This is an optimization exercise on Yosys and OpenROAD, whose aim is small area, a short achievable clock period and few clock cycles per item, not a production implementation.
Function was checked by simulation only, so behaviour that the tests miss may differ from the original.

==> run a: inputs <==
## lsu_top
module lsu_top (
    input  logic                        clk,
    input  logic                        rst_n,
    input  logic                        issue_valid,
    output logic                        issue_ready,
    input  lsu_pkg::lsu_op_e            op,
    input  logic [lsu_pkg::ADDR_W-1:0]  base,
    input  logic [lsu_pkg::ADDR_W-1:0]  offset,
    input  logic [lsu_pkg::XLEN-1:0]    store_data,
    input  logic [lsu_pkg::TAG_W-1:0]   tag,
    input  logic                        commit,
    output logic                        wb_valid,
    input  logic                        wb_ready,
    output logic [lsu_pkg::TAG_W-1:0]   wb_tag,
    output logic [lsu_pkg::XLEN-1:0]    wb_data,
    output logic                        mem_req_valid,
    input  logic                        mem_req_ready,
    output logic                        mem_req_write,
    output logic [lsu_pkg::ADDR_W-1:0]  mem_req_addr,
    output logic [lsu_pkg::MEM_W-1:0]   mem_req_wdata,
    output logic [lsu_pkg::STRB_W-1:0]  mem_req_wstrb,
    input  logic                        mem_resp_valid,
    input  logic [lsu_pkg::MEM_W-1:0]   mem_resp_data
);
clock: 8.5 ns
lec_check: 0
cap_margin: 20
core_margin: 2
core_utilization: 68
cts_cluster_diameter: 60
cts_cluster_size: 24
slew_margin: 20
standard.sh (not shown) runs the stock make flow with config.mk's settings and CLKGATE_MAP_FILE= SYNTH_SCRIPT=/design/flow/synth_recipe.tcl, a recipe that flattens the netlist after the stock synthesis.
==> flow/flow/run.sh <==
#!/bin/bash
export BUFFER_PORTS_ARGS="-buffer_cell sky130_fd_sc_hd__buf_1"
export SETUP_SLACK_MARGIN=5.45
bash standard.sh > standard.log 2>&1
==> inputs of run b, as changes to run a <==
--- a/flow/design.v
+++ b/flow/design.v
@@ -62,25 +62,22 @@
     localparam int SQN = 2;    
     localparam int LQN = 3;    
     localparam int RTN = 4;    
     logic        a_v, a_st, a_uns;
     logic [1:0]  a_size;
     logic [3:0]  a_mask;
-    logic [31:0] a_addr;      
-    logic [19:0] a_lo;        
-    logic        a_c20;       
-    logic [11:0] a_p, a_g;    
+    logic [31:0] a_addr;
     logic [31:0] a_pay;       
     logic [SQN-1:0] sq_v;
     logic [29:0]    sq_a  [SQN];
     logic [31:0]    sq_d  [SQN];
     logic [3:0]     sq_wm [SQN];
     logic [3:0]     sq_fm [SQN];
     logic [SQN-1:0] sq_hd, sq_tl;    
     logic [SQN-1:0] sq_cnt;    
-    logic [SQN:0]   n_unc, n_cmt;
+    logic [2:0]     n_unc, n_cmt;
     logic [LQN-1:0] lq_rdy, lq_uns;
     logic [4:0]     lq_tag [LQN];
     logic [1:0]     lq_lo  [LQN];
     logic [1:0]     lq_size[LQN];
     logic [3:0]     lq_hit [LQN];
     logic [31:0]    lq_d   [LQN];
@@ -94,64 +91,50 @@
     logic [29:0] raq_a;
     logic [RTN-1:0] rt_v, rt_w, rt_a2;
     logic        ir_q;
     logic        fire, in_st, in_uns;
     logic [1:0]  in_size;
     logic [3:0]  in_mask;
-    logic [31:0] in_pay;
-    logic [20:0] in_lo;
+    logic [31:0] in_addr, in_pay;
     assign issue_ready = ir_q;
     assign fire    = issue_valid && ir_q;
     assign in_st   = op[2] && (op[1] || op[0]);
     assign in_uns  = !op[2] && op[0];
-    assign in_lo   = {1'b0, base[19:0]} + {1'b0, offset[19:0]};
+    assign in_addr = base + offset;
     always_comb begin
         unique case (op[2:0])
             3'd0, 3'd1, 3'd5: in_size = 2'd0;
             3'd2, 3'd3, 3'd6: in_size = 2'd1;
             default:          in_size = 2'd2;
         endcase
         unique case (in_size)
-            2'd0:    in_mask = 4'b0001 << in_lo[1:0];
-            2'd1:    in_mask = in_lo[1] ? 4'b1100 : 4'b0011;
+            2'd0:    in_mask = 4'b0001 << in_addr[1:0];
+            2'd1:    in_mask = in_addr[1] ? 4'b1100 : 4'b0011;
             default: in_mask = 4'b1111;
         endcase
-        in_pay = store_data << {in_lo[1:0], 3'b000};
-        if (!in_st) in_pay[4:0] = tag;
+        in_pay = in_st ? (store_data << {in_addr[1:0], 3'b000}) : {27'b0, tag};
     end
     always_ff @(posedge clk) begin
         if (fire) begin
             a_st   <= in_st;
             a_uns  <= in_uns;
             a_size <= in_size;
             a_mask <= in_mask;
-            a_lo   <= in_lo[19:0];
-            a_c20  <= in_lo[20];
-            a_p    <= base[31:20] ^ offset[31:20];
-            a_g    <= base[31:20] & offset[31:20];
+            a_addr <= in_addr;
             a_pay  <= in_pay;
         end
     end
-    assign a_addr = {a_p + {a_g[10:0], 1'b0} + {11'b0, a_c20}, a_lo};
-    function automatic logic hi_eq(input logic [11:0] p, input logic [11:0] g,
-                                   input logic c, input logic [11:0] k);
-        logic [11:0] cin;
-        cin[0] = c;
-        for (int j = 1; j < 12; j++)
-            cin[j] = g[j-1] | (p[j-1] & ~k[j-1]);
-        hi_eq = ((p ^ k) == cin);
-    endfunction
     logic [SQN-1:0] eq;
     logic [3:0]     hit;
     logic [31:0]    fwd;
     logic           full;
     always_comb begin
         hit = '0;
         fwd = '0;
         for (int i = 0; i < SQN; i++) begin
-            eq[i] = sq_v[i] && (sq_a[i][17:0] == a_lo[19:2]) && hi_eq(a_p, a_g, a_c20, sq_a[i][29:18]);
+            eq[i] = sq_v[i] && (sq_a[i] == a_addr[31:2]);
             for (int k = 0; k < 4; k++) begin
                 if (eq[i] && sq_fm[i][k]) begin
                     hit[k]        = 1'b1;
                     fwd[k*8 +: 8] = fwd[k*8 +: 8] | sq_d[i][k*8 +: 8];
                 end
             end
@@ -166,32 +149,35 @@
     assign lq_push = a_go && !a_st;
     assign ld_mem  = lq_push && !full;
     logic wr_ok;
     assign req_free = !req_v || mem_req_ready;
     assign rd_raq   = req_free && raq_v;
     assign rd_a     = req_free && ld_mem;
-    assign wr_ok    = req_free && !raq_v && sq_cnt[0] && (n_cmt[0] || cmt_ok);
-    assign wr_go    = wr_ok && !lq_push;
+    assign wr_ok    = req_free && !raq_v && sq_cnt[0] && ((n_cmt != '0) || cmt_ok);
+    assign wr_go    = wr_ok && !ld_mem;
     assign raq_load = ld_mem && !req_free;
-    function automatic logic [SQN:0] cnt_therm(input logic [SQN:0] t, input logic up, input logic dn);
-        cnt_therm = (up && !dn) ? {t[SQN-1:0], 1'b1} : ((dn && !up) ? {1'b0, t[SQN:1]} : t);
+    function automatic logic [2:0] updn3(input logic [2:0] c, input logic up, input logic dn);
+        logic [2:0] cu, cd;
+        cu = c + 3'd1;
+        cd = c - 3'd1;
+        updn3 = (up && !dn) ? cu : ((dn && !up) ? cd : c);
     endfunction
     function automatic logic [SQN-1:0] sq_therm(input logic [SQN-1:0] t, input logic up, input logic dn);
         sq_therm = (up && !dn) ? {t[SQN-2:0], 1'b1} : ((dn && !up) ? {1'b0, t[SQN-1:1]} : t);
     endfunction
     function automatic logic [LQN-1:0] lq_therm(input logic [LQN-1:0] t, input logic up, input logic dn);
         lq_therm = (up && !dn) ? {t[LQN-2:0], 1'b1} : ((dn && !up) ? {1'b0, t[LQN-1:1]} : t);
     endfunction
-    assign cmt_ok = commit && n_unc[0];
+    assign cmt_ok = commit && (n_unc != '0);
     always_ff @(posedge clk or negedge rst_n) begin
         if (!rst_n) begin
             n_unc <= '0;
             n_cmt <= '0;
         end else begin
-            n_unc <= cnt_therm(n_unc, fire && in_st, cmt_ok);
-            n_cmt <= cnt_therm(n_cmt, cmt_ok, wr_go);
+            n_unc <= updn3(n_unc, fire && in_st, cmt_ok);
+            n_cmt <= updn3(n_cmt, cmt_ok, wr_go);
         end
     end
     always_ff @(posedge clk or negedge rst_n) begin
         if (!rst_n) begin
             req_v <= 1'b0;
             raq_v <= 1'b0;
@@ -229,13 +215,13 @@
             end else begin
                 req_w  <= 1'b0;
                 req_a  <= a_addr[31:3];
                 req_a2 <= a_addr[2];
             end
         end
-        if (wr_ok) begin
+        if (wr_go) begin
             req_d <= sqh_d;
             req_m <= sqh_m;
         end
         if (lq_push && !req_free) raq_a <= a_addr[31:2];
     end
     assign mem_req_valid = req_v;
==> flow/run.sh (new file) <==
#!/bin/bash
# synth_recipe.tcl (not shown) runs the flow's synth.tcl, then flattens the netlist and writes it again
# the make line also repeats each setting of config.mk as NAME=value (left out here)
make -C /OpenROAD-flow-scripts/flow DESIGN_CONFIG=/design/flow/config.mk WORK_HOME=/design/flow/orfs CLKGATE_MAP_FILE= SYNTH_SCRIPT=/design/flow/synth_recipe.tcl finish
Settings changed: CORE_UTILIZATION 68 to 60, CTS_CLUSTER_DIAMETER 60 to not set, CTS_CLUSTER_SIZE 24 to not set, SETUP_SLACK_MARGIN set to 5.
removed: flow/flow/run.sh
removed: flow/standard.sh
==> inputs of run c, as changes to run a <==
--- a/flow/design.v
+++ b/flow/design.v
@@ -112,14 +112,13 @@
         endcase
         unique case (in_size)
             2'd0:    in_mask = 4'b0001 << in_lo[1:0];
             2'd1:    in_mask = in_lo[1] ? 4'b1100 : 4'b0011;
             default: in_mask = 4'b1111;
         endcase
-        in_pay = store_data << {in_lo[1:0], 3'b000};
-        if (!in_st) in_pay[4:0] = tag;
+        in_pay = in_st ? (store_data << {in_lo[1:0], 3'b000}) : {27'b0, tag};
     end
     always_ff @(posedge clk) begin
         if (fire) begin
             a_st   <= in_st;
             a_uns  <= in_uns;
             a_size <= in_size;
@@ -167,13 +166,13 @@
     assign ld_mem  = lq_push && !full;
     logic wr_ok;
     assign req_free = !req_v || mem_req_ready;
     assign rd_raq   = req_free && raq_v;
     assign rd_a     = req_free && ld_mem;
     assign wr_ok    = req_free && !raq_v && sq_cnt[0] && (n_cmt[0] || cmt_ok);
-    assign wr_go    = wr_ok && !lq_push;
+    assign wr_go    = wr_ok && !ld_mem;
     assign raq_load = ld_mem && !req_free;
     function automatic logic [SQN:0] cnt_therm(input logic [SQN:0] t, input logic up, input logic dn);
         cnt_therm = (up && !dn) ? {t[SQN-1:0], 1'b1} : ((dn && !up) ? {1'b0, t[SQN:1]} : t);
     endfunction
     function automatic logic [SQN-1:0] sq_therm(input logic [SQN-1:0] t, input logic up, input logic dn);
         sq_therm = (up && !dn) ? {t[SQN-2:0], 1'b1} : ((dn && !up) ? {1'b0, t[SQN-1:1]} : t);
==> flow/flow/run.sh (replaced) <==
#!/bin/bash
# Standard layout, with the port buffers drawn from the smallest buffer cell
# instead of the delay buffer the resizer picks by default. Every input and
# output port still gets its own buffer.
export BUFFER_PORTS_ARGS="-buffer_cell sky130_fd_sc_hd__buf_1"
bash standard.sh > standard.log 2>&1
Settings changed: CORE_UTILIZATION 68 to 60, CTS_CLUSTER_DIAMETER 60 to not set, CTS_CLUSTER_SIZE 24 to not set, SETUP_SLACK_MARGIN set to 5.
==> inputs of run d, as changes to run a <==
==> flow/flow/run.sh (replaced) <==
#!/bin/bash
export BUFFER_PORTS_ARGS="-buffer_cell sky130_fd_sc_hd__buf_1"
export SETUP_SLACK_MARGIN=5.6
bash standard.sh > standard.log 2>&1
Settings changed: CORE_UTILIZATION 68 to 70.
==> summary.txt <==
metric	run c	run a	run b	run d
Area of combinational cells with multiple inputs	0.00892 mm^2	0.00887 mm^2	0.00875 mm^2	0.00979 mm^2
Cell area reported after detailed placement	0.0269 mm^2	0.0268 mm^2	0.0282 mm^2	0.0268 mm^2
Share of the synthesized area in the top cell type	59.6%	60.2%	60.1%	60.2%
Number of distinct standard cells referenced by the synthesized netlist	63	60	65	60
Clock buf count	73	39	61	44
Final critical-path share of the clock period	41.6%	38.8%	49.5%	38.6%
Total buffers and inverters traversed by the critical path	2	1	1	1
Plain + repair buffers	388	378	430	431
Largest fanout of any net on the critical path	9	2	5	2
Hold EP	sq_d[0][5]$_DFFE_PP_	sq_d[0][6]$_DFFE_PP_	sq_d[0][9]$_DFFE_PP_	sq_d[1][12]$_DFFE_PP_
Global-route usage over all layers	28.7%	32.2%	29.9%	33.5%
Fraction of area in non-clock buffers	6.34%	6.72%	13.4%	8.54%
Synth Cell Area	0.0253 mm^2	0.0251 mm^2	0.0245 mm^2	0.0251 mm^2
Crit path time final	3.54 ns	3.30 ns	4.20 ns	3.28 ns
Flip-flop and latch count after synthesis	539	539	527	539
Number of clock sinks seen by CTS	539	539	527	539
Global-route track usage on met3	3.52%	5.23%	5.74%	6.49%
Cells resized by post-CTS repair	43	50	110	101
Routed length on met2	28600 um	29900 um	29900 um	33800 um
Finished Layout Cells	2757	2631	2749	2680
Worst max-slew margin expressed relative to the limit	24.8%	20.5%	29.0%	16.0%
Post-route met1 wirelength	28800 um	25900 um	27000 um	27100 um
Result of the run	timing/DRC/antenna clean	timing/DRC/antenna clean	timing/DRC/antenna clean	timing/DRC/antenna clean
XOR/XNOR Fraction of Synth Area	2.42%	2.79%	3.28%	2.79%
Slack of the worst reg-to-reg path	4.96 ns	5.52 ns	4.71 ns	5.39 ns
Post-synth EDFFs	503	503	491	503
Clock network contribution to total cell area	5.51%	4.17%	5.24%	3.98%
Testbench counts of run a, summed over its fixed seeds: cycles 6,462, items 4,800.
Testbench counts of run b, summed over its fixed seeds: cycles 6,365, items 4,800.
Testbench counts of run c, summed over its fixed seeds: cycles 6,365, items 4,800.
Testbench counts of run d, summed over its fixed seeds: cycles 6,462, items 4,800.

## what the ideal ports hide
How much do the figures lean on ideal ports? The routed layouts below were timed once more, with nothing changed but the port constraints.
Step 1 assumes that a clkbuf_16 drives the clock port and a buf_2 every other input.
Step 2 times the ports against the registers' clock, not the clock port: input delays grow and output delays shrink by t, the midpoint of the rising clock arrivals with the driver on.
Three values: ideal ports, drivers, drivers and shift; two values: the first two.
| run | t (ns) | setup slack, ns | hold WS [ns] | worst setup path after step 2 | pins driven straight from the clock port |
|---|---|---|---|---|---|
| run a | 0.600 | 5.204 / 5.228 / 4.628 | 0.447 / 0.447 / 0.447 | input to register | 1 |
| run b | 0.644 | 4.295 / 4.326 / 3.682 | 0.445 / 0.445 / 0.445 | input to register | 1 |
| run c | 0.666 | 4.960 / 4.960 / 4.376 | 0.440 / 0.440 / 0.440 | input to register | 1 |
| run d | 0.607 | 5.222 / 5.250 / 4.643 | 0.450 / 0.450 / 0.450 | input to register | 1 |
After both steps every run listed still meets setup and hold. The setup slack of run b, which loses most, moves by +0.031 ns with the drivers and by -0.613 ns with both steps.
